This design comes from an exercise in tuning for small area, a short achievable clock period and few clock cycles per item on the open sky130 flow, not from production work. In this exercise RTL edits were held to simulation tests only and were not proved equivalent to the original. No activity file was given, so power comes from the tool's default toggle rates.

==> flow/design.v <==
package slsd_pkg;
	localparam int LOAD_W  = 20;
	localparam int SOLAR_W = 19;
	localparam int DELTA_W = 20;
	localparam int HOUR_W  = 5;
	localparam int DEV_W   = 8;
	localparam int EST_W   = 7;
	localparam int HISTORY_DEPTH_DEF = 360;
	localparam int CFG_IDX_W  = 2;
	localparam int CFG_DATA_W = 19;
	typedef enum logic [CFG_IDX_W-1:0] {
		REG_CHEAP_START     = 2'd0,
		REG_CHEAP_END       = 2'd1,
		REG_SOLAR_THRESHOLD = 2'd2,
		REG_MAX_DEVICES     = 2'd3
	} cfg_reg_t;
	localparam logic [HOUR_W-1:0]  CHEAP_START_RST = 5'd22;
	localparam logic [HOUR_W-1:0]  CHEAP_END_RST   = 5'd6;
	localparam logic [SOLAR_W-1:0] THRESHOLD_RST   = 19'd8000;
	localparam logic [DEV_W-1:0]   MAX_DEVICES_RST = 8'd10;
	localparam logic [HOUR_W-1:0]  LAST_HOUR       = 5'd23;
	localparam logic [DELTA_W-1:0] DELTA_SAT = 20'd1000000;
	localparam int                 MIN_FILL  = 6;
	localparam logic [EST_W-1:0] EST_BASE_HI   = 7'd55;
	localparam logic [EST_W-1:0] EST_BASE_LO   = 7'd15;
	localparam logic [EST_W-1:0] EST_FEW_ADD   = 7'd25;
	localparam logic [EST_W-1:0] EST_RISE_ADD  = 7'd35;
	localparam logic [EST_W-1:0] EST_STRONG    = 7'd10;
	localparam logic [EST_W-1:0] EST_CAP       = 7'd98;
	localparam logic [EST_W-1:0] EST_SHIFT_MIN = 7'd65;
	localparam int              DEV_RECIP_SHIFT = 32;
	localparam int              DEV_RECIP_W     = 21;
	localparam int              QUOT_PROD_W     = SOLAR_W + DEV_RECIP_W;
	localparam logic [DEV_RECIP_W-1:0] DEV_RECIP =
		DEV_RECIP_W'((64'd1 << DEV_RECIP_SHIFT) / 64'd2400 + 64'd1);
	typedef struct packed {
		logic cheap;
		logic above;
		logic boost;
		logic surplus;
		logic few;
		logic sum_low;
	} slsd_flags_t;
endpackage
module slsd_ring #(
	parameter int DEPTH = slsd_pkg::HISTORY_DEPTH_DEF,
	parameter int WIDTH = slsd_pkg::DELTA_W
) (
	input  logic                     clk,
	input  logic                     en,
	input  logic [$clog2(DEPTH)-1:0] addr,
	input  logic [WIDTH-1:0]         wdata,
	output logic [WIDTH-1:0]         rdata
);
	logic [WIDTH-1:0] mem [DEPTH];
	always_ff @(posedge clk) begin
		if (en) begin
			rdata     <= mem[addr];
			mem[addr] <= wdata;
		end
	end
endmodule
module slsd_decide #(
	parameter int HISTORY_DEPTH = slsd_pkg::HISTORY_DEPTH_DEF
) (
	input  logic                                                 clk,
	input  logic                                                 arst_n,
	input  logic                                                 v_s1,
	input  slsd_pkg::slsd_flags_t                                flags,
	input  logic [slsd_pkg::DELTA_W+$clog2(HISTORY_DEPTH+1)-1:0] prod,
	input  logic [slsd_pkg::DELTA_W+$clog2(HISTORY_DEPTH+1)-1:0] sum,
	input  logic [slsd_pkg::DEV_W-1:0]                           quot,
	input  logic [slsd_pkg::DEV_W-1:0]                           max_devices,
	output logic                                                 adv,
	output logic                                                 result_valid,
	input  logic                                                 result_ready,
	output logic                                                 result_run_loads,
	output logic [slsd_pkg::DEV_W-1:0]                           result_plug_count,
	output logic [slsd_pkg::EST_W-1:0]                           result_solar_estimate
);
	localparam int FILL_W = $clog2(HISTORY_DEPTH + 1);
	localparam int PROD_W = slsd_pkg::DELTA_W + FILL_W;
	localparam int CMP_W  = PROD_W + 3;
	logic              v_s2;
	slsd_pkg::slsd_flags_t       flags_s2;
	logic [PROD_W-1:0] prod_s2;
	logic [PROD_W-1:0] sum_s2;
	logic [slsd_pkg::DEV_W-1:0]  quot_s2;
	logic              out_valid_q;
	logic              shift_q;
	logic [slsd_pkg::DEV_W-1:0]  devs_q;
	logic [slsd_pkg::EST_W-1:0]  est_q;
	logic [CMP_W-1:0]  lhs;
	logic [CMP_W-1:0]  rhs;
	logic              rising;
	logic [slsd_pkg::EST_W-1:0]  est_sum;
	logic [slsd_pkg::EST_W-1:0]  est;
	logic              shift;
	logic [slsd_pkg::DEV_W-1:0]  devs_raw;
	logic [slsd_pkg::DEV_W-1:0]  devs_min;
	logic [slsd_pkg::DEV_W-1:0]  devs_cap;
	assign adv = !out_valid_q || result_ready;
	always_ff @(posedge clk or negedge arst_n) begin
		if (!arst_n) begin
			v_s2 <= 1'b0;
		end else if (adv) begin
			v_s2 <= v_s1;
		end
	end
	always_ff @(posedge clk) begin
		if (adv) begin
			flags_s2 <= flags;
			prod_s2  <= prod;
			sum_s2   <= sum;
			quot_s2  <= quot;
		end
	end
	assign lhs    = (CMP_W'(prod_s2) << 2) + CMP_W'(prod_s2);
	assign rhs    = (CMP_W'(sum_s2) << 2) + (CMP_W'(sum_s2) << 1);
	assign rising = flags_s2.few || (lhs > rhs);
	always_comb begin
		est_sum = flags_s2.above ? slsd_pkg::EST_BASE_HI : slsd_pkg::EST_BASE_LO;
		if (flags_s2.few) begin
			if (flags_s2.above) est_sum = est_sum + slsd_pkg::EST_FEW_ADD;
		end else if (flags_s2.sum_low) begin
			if (flags_s2.above) est_sum = est_sum + slsd_pkg::EST_RISE_ADD;
		end else if (rising) begin
			est_sum = est_sum + slsd_pkg::EST_RISE_ADD;
		end
		if (flags_s2.boost) est_sum = est_sum + slsd_pkg::EST_STRONG;
		est = (est_sum > slsd_pkg::EST_CAP) ? slsd_pkg::EST_CAP : est_sum;
	end
	assign shift = flags_s2.cheap && flags_s2.surplus && flags_s2.above && rising &&
		(est >= slsd_pkg::EST_SHIFT_MIN);
	assign devs_raw = flags_s2.surplus ? quot_s2 : '0;
	assign devs_min = (devs_raw == '0) ? slsd_pkg::DEV_W'(1) : devs_raw;
	assign devs_cap = (devs_min > max_devices) ? max_devices : devs_min;
	always_ff @(posedge clk or negedge arst_n) begin
		if (!arst_n) begin
			out_valid_q <= 1'b0;
		end else if (adv) begin
			out_valid_q <= v_s2;
		end
	end
	always_ff @(posedge clk) begin
		if (adv) begin
			shift_q <= shift;
			devs_q  <= shift ? devs_cap : '0;
			est_q   <= est;
		end
	end
	assign result_valid          = out_valid_q;
	assign result_run_loads      = shift_q;
	assign result_plug_count     = devs_q;
	assign result_solar_estimate = est_q;
endmodule
module solar_load_shift_decision #(
	parameter int HISTORY_DEPTH = slsd_pkg::HISTORY_DEPTH_DEF
) (
	input  logic                            clk,
	input  logic                            arst_n,
	input  logic                            wr_en,
	input  logic [slsd_pkg::CFG_IDX_W-1:0]  wr_index,
	input  logic [slsd_pkg::CFG_DATA_W-1:0] wr_data,
	input  logic                            sample_valid,
	output logic                            sample_ready,
	input  logic [slsd_pkg::LOAD_W-1:0]     sample_load_power,
	input  logic [slsd_pkg::SOLAR_W-1:0]    sample_solar_power,
	input  logic [slsd_pkg::DELTA_W-1:0]    sample_solar_energy_delta,
	input  logic [slsd_pkg::HOUR_W-1:0]     sample_hour,
	output logic                            result_valid,
	input  logic                            result_ready,
	output logic                            result_run_loads,
	output logic [slsd_pkg::DEV_W-1:0]      result_plug_count,
	output logic [slsd_pkg::EST_W-1:0]      result_solar_estimate
);
	localparam int PTR_W  = $clog2(HISTORY_DEPTH);
	localparam int FILL_W = $clog2(HISTORY_DEPTH + 1);
	localparam int SUM_W  = slsd_pkg::DELTA_W + FILL_W;
	logic [slsd_pkg::HOUR_W-1:0]  cheap_start_q;
	logic [slsd_pkg::HOUR_W-1:0]  cheap_end_q;
	logic [slsd_pkg::SOLAR_W-1:0] threshold_q;
	logic [slsd_pkg::DEV_W-1:0]   max_devices_q;
	logic               adv;
	logic               accept;
	logic [slsd_pkg::DELTA_W-1:0] delta_sat;
	logic               v_s1;
	logic [slsd_pkg::SOLAR_W-1:0] solar_s1;
	logic [slsd_pkg::DELTA_W-1:0] delta_s1;
	logic [slsd_pkg::HOUR_W-1:0]  hour_s1;
	logic               surplus_s1;
	logic [slsd_pkg::SOLAR_W-1:0] diff_s1;
	logic [slsd_pkg::DELTA_W-1:0] old_delta;
	logic [PTR_W-1:0]   wp_q;
	logic [FILL_W-1:0]  fill_q;
	logic [SUM_W-1:0]   sum_q;
	logic               full;
	logic               cheap;
	slsd_pkg::slsd_flags_t        flags;
	logic [SUM_W-1:0]   prod;
	logic [slsd_pkg::QUOT_PROD_W-1:0] quot_prod;
	always_ff @(posedge clk or negedge arst_n) begin
		if (!arst_n) begin
			cheap_start_q <= slsd_pkg::CHEAP_START_RST;
			cheap_end_q   <= slsd_pkg::CHEAP_END_RST;
			threshold_q   <= slsd_pkg::THRESHOLD_RST;
			max_devices_q <= slsd_pkg::MAX_DEVICES_RST;
		end else if (wr_en) begin
			case (wr_index)
				slsd_pkg::REG_CHEAP_START:     cheap_start_q <= wr_data[slsd_pkg::HOUR_W-1:0];
				slsd_pkg::REG_CHEAP_END:       cheap_end_q   <= wr_data[slsd_pkg::HOUR_W-1:0];
				slsd_pkg::REG_SOLAR_THRESHOLD: threshold_q   <= wr_data[slsd_pkg::SOLAR_W-1:0];
				slsd_pkg::REG_MAX_DEVICES:     max_devices_q <= wr_data[slsd_pkg::DEV_W-1:0];
				default: ;
			endcase
		end
	end
	assign sample_ready = adv;
	assign accept       = sample_valid && adv;
	assign delta_sat    = (sample_solar_energy_delta > slsd_pkg::DELTA_SAT) ? slsd_pkg::DELTA_SAT :
		sample_solar_energy_delta;
	always_ff @(posedge clk or negedge arst_n) begin
		if (!arst_n) begin
			v_s1 <= 1'b0;
			wp_q <= '0;
		end else if (adv) begin
			v_s1 <= sample_valid;
			if (sample_valid) begin
				wp_q <= (wp_q == PTR_W'(HISTORY_DEPTH - 1)) ? '0 : wp_q + 1'b1;
			end
		end
	end
	always_ff @(posedge clk) begin
		if (accept) begin
			solar_s1   <= sample_solar_power;
			delta_s1   <= delta_sat;
			hour_s1    <= sample_hour;
			surplus_s1 <= slsd_pkg::LOAD_W'(sample_solar_power) > sample_load_power;
			diff_s1    <= slsd_pkg::SOLAR_W'(slsd_pkg::LOAD_W'(sample_solar_power) - sample_load_power);
		end
	end
	slsd_ring #(
		.DEPTH (HISTORY_DEPTH),
		.WIDTH (slsd_pkg::DELTA_W)
	) u_ring (
		.clk   (clk),
		.en    (accept),
		.addr  (wp_q),
		.wdata (delta_sat),
		.rdata (old_delta)
	);
	assign full = (fill_q == FILL_W'(HISTORY_DEPTH));
	always_ff @(posedge clk or negedge arst_n) begin
		if (!arst_n) begin
			fill_q <= '0;
			sum_q  <= '0;
		end else if (adv && v_s1) begin
			if (!full) fill_q <= fill_q + 1'b1;
			sum_q <= sum_q - (full ? SUM_W'(old_delta) : '0) + SUM_W'(delta_s1);
		end
	end
	always_comb begin
		if (hour_s1 > slsd_pkg::LAST_HOUR || cheap_start_q > slsd_pkg::LAST_HOUR ||
			cheap_end_q > slsd_pkg::LAST_HOUR) begin
			cheap = 1'b0;
		end else if (cheap_start_q == cheap_end_q) begin
			cheap = 1'b1;
		end else if (cheap_start_q < cheap_end_q) begin
			cheap = (hour_s1 >= cheap_start_q) && (hour_s1 < cheap_end_q);
		end else begin
			cheap = (hour_s1 >= cheap_start_q) || (hour_s1 < cheap_end_q);
		end
	end
	assign flags.cheap   = cheap;
	assign flags.above   = solar_s1 >= threshold_q;
	assign flags.boost   = ({solar_s1, 1'b0} + (slsd_pkg::SOLAR_W + 2)'(0)) >
		((slsd_pkg::SOLAR_W + 2)'(threshold_q) << 1) + (slsd_pkg::SOLAR_W + 2)'(threshold_q);
	assign flags.surplus = surplus_s1;
	assign flags.few     = fill_q < FILL_W'(slsd_pkg::MIN_FILL);
	assign flags.sum_low = sum_q <= SUM_W'(fill_q);
	assign prod      = SUM_W'(delta_s1) * SUM_W'(fill_q);
	assign quot_prod = slsd_pkg::QUOT_PROD_W'(diff_s1) * slsd_pkg::QUOT_PROD_W'(slsd_pkg::DEV_RECIP);
	slsd_decide #(
		.HISTORY_DEPTH (HISTORY_DEPTH)
	) u_decide (
		.clk         (clk),
		.arst_n      (arst_n),
		.v_s1        (v_s1),
		.flags       (flags),
		.prod        (prod),
		.sum         (sum_q),
		.quot        (quot_prod[slsd_pkg::DEV_RECIP_SHIFT +: slsd_pkg::DEV_W]),
		.max_devices (max_devices_q),
		.adv         (adv),
		.result_valid          (result_valid),
		.result_ready          (result_ready),
		.result_run_loads      (result_run_loads),
		.result_plug_count     (result_plug_count),
		.result_solar_estimate (result_solar_estimate)
	);
endmodule
==> flow/run.sh <==
#!/bin/bash
# synth_recipe.tcl (not shown) runs the flow's synth.tcl, then flattens the netlist and writes it again
# the make line also repeats each setting of config.mk as NAME=value (left out here)
make -C /OpenROAD-flow-scripts/flow DESIGN_CONFIG=/design/flow/config.mk WORK_HOME=/design/flow/orfs CLKGATE_MAP_FILE= SYNTH_SCRIPT=/design/flow/synth_recipe.tcl finish
==> flow/config.mk <==
export PLATFORM = sky130hd
export DESIGN_NAME = solar_load_shift_decision
export DESIGN_NICKNAME = solar_load_shift_decision
export VERILOG_FILES = /design/flow/design.v
export SDC_FILE = /design/flow/constraint.sdc
export NUM_CORES = 4
export LEC_CHECK = 0
export CAP_MARGIN = 20
export CORE_MARGIN = 2
export CORE_UTILIZATION = 45
export SLEW_MARGIN = 20
export SYNTH_MEMORY_MAX_BITS = 8192
==> flow/constraint.sdc <==
create_clock -name core_clock -period 7.5 [get_ports {clk}]
set_input_delay 1.5000 -clock core_clock [delete_from_list [all_inputs] [get_ports {clk}]]
set_output_delay 1.5000 -clock core_clock [all_outputs]
set_load 0.01 [all_outputs]
==> metrics.csv <==
metric,value,unit
worst slew pin tran,1130,ps
CP max stage delay,500,ps
Total Power,137,mW
reg2reg start,u_decide.sum_s2[1],
"commonest non-fill, non-tap cell in the layout",edfxtp_1,
number of setup buffers added after CTS,0,
Unique masters post-synth,78,
drt initial violations,17900,
sequential-to-total area share from yosys stat,0.737,
fraction of registers with async set/reset,0.0117,
WHS,414,ps
initial antenna violation count,44,
drt total wl,789000,um
most frequent cells in the layout,"7372 x edfxtp_1, 2312 x mux4_2, 769 x clkbuf_16",
"top cells by area, synth","edfxtp_1 73%, mux4_2 17%, ha_1 1.8%, fa_1 1.8%, nor2_1 0.67%",
setup TNS,0,ps
core area,671000,um2
Starting Density,0.452,
CTS Buffer Depth,4,
WL/cell,32.6,um
Total Nets Final,15400,
maxcap violations,0,
Die W,825,um
GP Congestion,0.836,
Mapped Cells,13700,
met1 wire length,325000,um
worst setup path startpoint,u_decide.sum_s2[1],
slowest library cell on the worst path,a21oi_1,
uppermost routed layer,met5,
post-route setup slack,626,ps
fin area,344000,um2
Top Family by Delay on Critical Path,compound AO/OA/AOI/OAI gates,
Post-Syn Area,303000,um2
CP startpoint kind,flop,
clk root buf,clkbuf_16,
share of cells above drive strength 1,0.295,
gr usage total,0.229,
CTS tree,done,
FF-to-FF setup slack,630,ps
syn_nets,14500,
Worst Setup Slack post-DPL,687,ps
DR vias/cell,5.98,
wire length on met3,58000,um
CTS clock-pin slew for the worst setup and hold paths,60,ps
worst-path fanout max,7,
Hold Fails Final Rpt,0,
drt pass-1 iters,8,
top cell type's share of synthesized area,0.730,
VDD IR max,0.000682,V
largest net degree at the start of global routing,169,
HP Class,in -> async,
number of synthesized flops with an enable pin,7372,
Syn Area/Cell,22.1,um2
final period utilization,0.917,
Overflow after GRT,0,
clk sinks,7459,
Post-DRT Antenna Nets,0,
ys flop type,edfxtp_1,
Detail Route met2 WL,385000,um
register bit count reported by yosys,7459,
status,"complete, no violations",
drt drc,0,
Static Leak,110,nW
WP buf/inv,0,
synth warn,3,
Post-DP HPWL,473000,um
num rows,301,
pwr dens,398,nW/um2
total CTS buffers,759,
max_slew headroom,0.240,
Crit Path Class,reg -> reg,
Layout area overhead,13.4,%
Final Slew Violations,0,
R2R Path End,u_decide.est_q[3],
worst-skew pair later-pin latency,1130,ps
"area leader, netlist",edfxtp_1,
final setup fails,0,
Vias,145000,
CTS Hold Bufs,0,
H-tree depth,6,
Top-Level Pins,108,
CP endpoint kind,flop,
Die H,825,um
Worst Path Arrival,7740,ps
PortBufs,107,
Worst EP required,8370,ps
minimum clock period,6870,ps
skew final,51.7,ps
placed cell area,320000,um2
cells on worst reg2reg path,26,
die area,680000,um2
RSZ-0062 raised after global routing,false,
post-cts resize count,0,
first-pass GRT wire length,1120000,um
Fmax achieved,0.145,GHz
vias in the first global route,146000,
-- how the worst max path moves through the flow --
| stage | to | slack, ps | cells past startpoint |
|---|---|---|---|
| 5_1_grt | u_decide.est_q[3] | 240 | 26 |
| 2_1_floorplan | delta_s1[10] | -770 | 5 |
| 3_3_place_gp | u_decide.est_q[3] | 680 | 26 |
| 4_1_cts | u_decide.est_q[3] | 700 | 26 |
| 3_5_place_dp | u_decide.est_q[3] | 690 | 26 |
| 6_report | u_decide.est_q[3] | 630 | 26 |
-- cells in the mapped netlist (45+ instances only) --
cell type	number
ha_1	442
fa_1	268
xor2_1	53
xnor2_1	86
mux4_2	2312
and2_1	59
a21o_1	68
buf_1	93
dfrtp_1	74
nor2b_1	62
edfxtp_1	7372
buf_2	172
clkbuf_1	359
nor2_1	545
mux2i_1	57
a21oi_1	161
inv_1	503
nor3_1	53
nand3_1	89
a211oi_1	45
o21ai_0	117
nand2_1	268
-- stage by stage --
step / std cells / utilization
3_5_place_dp: 22800 / 0.477
2_1_floorplan: 13700 / -
4_1_cts: 24200 / 0.512
3_3_place_gp: 22800 / 0.477
6_report: 24200 / 0.512
5_1_grt: 24200 / 0.512
-- state kept, by name, indices dropped and copies added (netlist names), 9 cells and up --
name and cells:
u_ring.mem 7200, sum_q 29, u_decide.prod_s2 29, u_decide.sum_s2 29, delta_s1 20, u_ring.rdata 20, diff_s1 19, solar_s1 19
threshold_q 19, fill_q 9, wp_q 9
-- routing by layer --
layer  track usage  up-vias
met5             0        -
met3        0.0362      997
met1         0.327    78900
met4        0.0572        6
li1              -    59000
met2         0.373     5797
-- logic make-up (layout without fill, tap and decap cells) --
| family | after synthesis | in the layout | synth area share |
|---|---|---|---|
| xor+xnor | 139 | 139 | 0.00401 |
| buf+inv | 1168 | 2668 | 0.0158 |
| simple gates | 1221 | 1221 | 0.0181 |
| other cells | 0 | 11 | 0 |
| mux | 2411 | 2411 | 0.175 |
| fa+ha+maj | 710 | 710 | 0.0359 |
| flops | 7459 | 7459 | 0.737 |
| compound gates | 633 | 633 | 0.0137 |
-- worst register-to-register path: cells and delay by family, from the launching register on --
kind / cells / cell delay [ps]
and+or+nand+nor: 10 / 2010
xor gates and xnor gates: 1 / 150
adders and majority gates: 4 / 1290
DFF: 1 / 430
AOI/OAI and AO/OA: 11 / 2740
-- area by class of cell --
class,count,area (um2)
fill,52300,328000
sequential,7459,224000
multi-input combinational,5114,76100
clock buffer,960,20000
tap,8938,11200
timing repair buffer,792,7390
clock inverter,411,3660
inverter,505,1900
antenna,11,27.5
-- power by group --
group | switching [mW] | leakage, nW | internal, mW
sequential | 0.965 | 67.5 | 47.4
combinational | 29.5 | 30.9 | 22.6
clock | 15.9 | 11.5 | 20.5
total | 46.4 | 110 | 90.4
Testbench counts, summed over its fixed seeds: cycles 9,018, items 9,000.

==> what the ideal ports hide <==
The results above use ideal ports. As a check the final layout listed here was re-extracted and re-timed, cells and wires unchanged. Step 1 (the two cells are an assumption about what drives the block):
set clk [get_ports {clk}]
set_driving_cell -lib_cell sky130_fd_sc_hd__clkbuf_16 $clk
set_driving_cell -lib_cell sky130_fd_sc_hd__buf_2 [delete_from_list [all_inputs] $clk]
Step 2, shift: input delay + t, output delay - t, t = (earliest + latest rising clock arrival at the registers) / 2. This alone moves slack from input paths to output paths. Three values: ideal, step 1, step 2; two values: the first two.
shift t [ns]: 1.232
setup WS [ns]: 0.626 / 0.626 / 0.626
clock arrival spread, ns: 0.066 / 0.065
After both steps setup and hold are still met in this run. For this run, drivers alone change the setup slack by 0.000 ns; drivers and shift together by 0.000 ns.
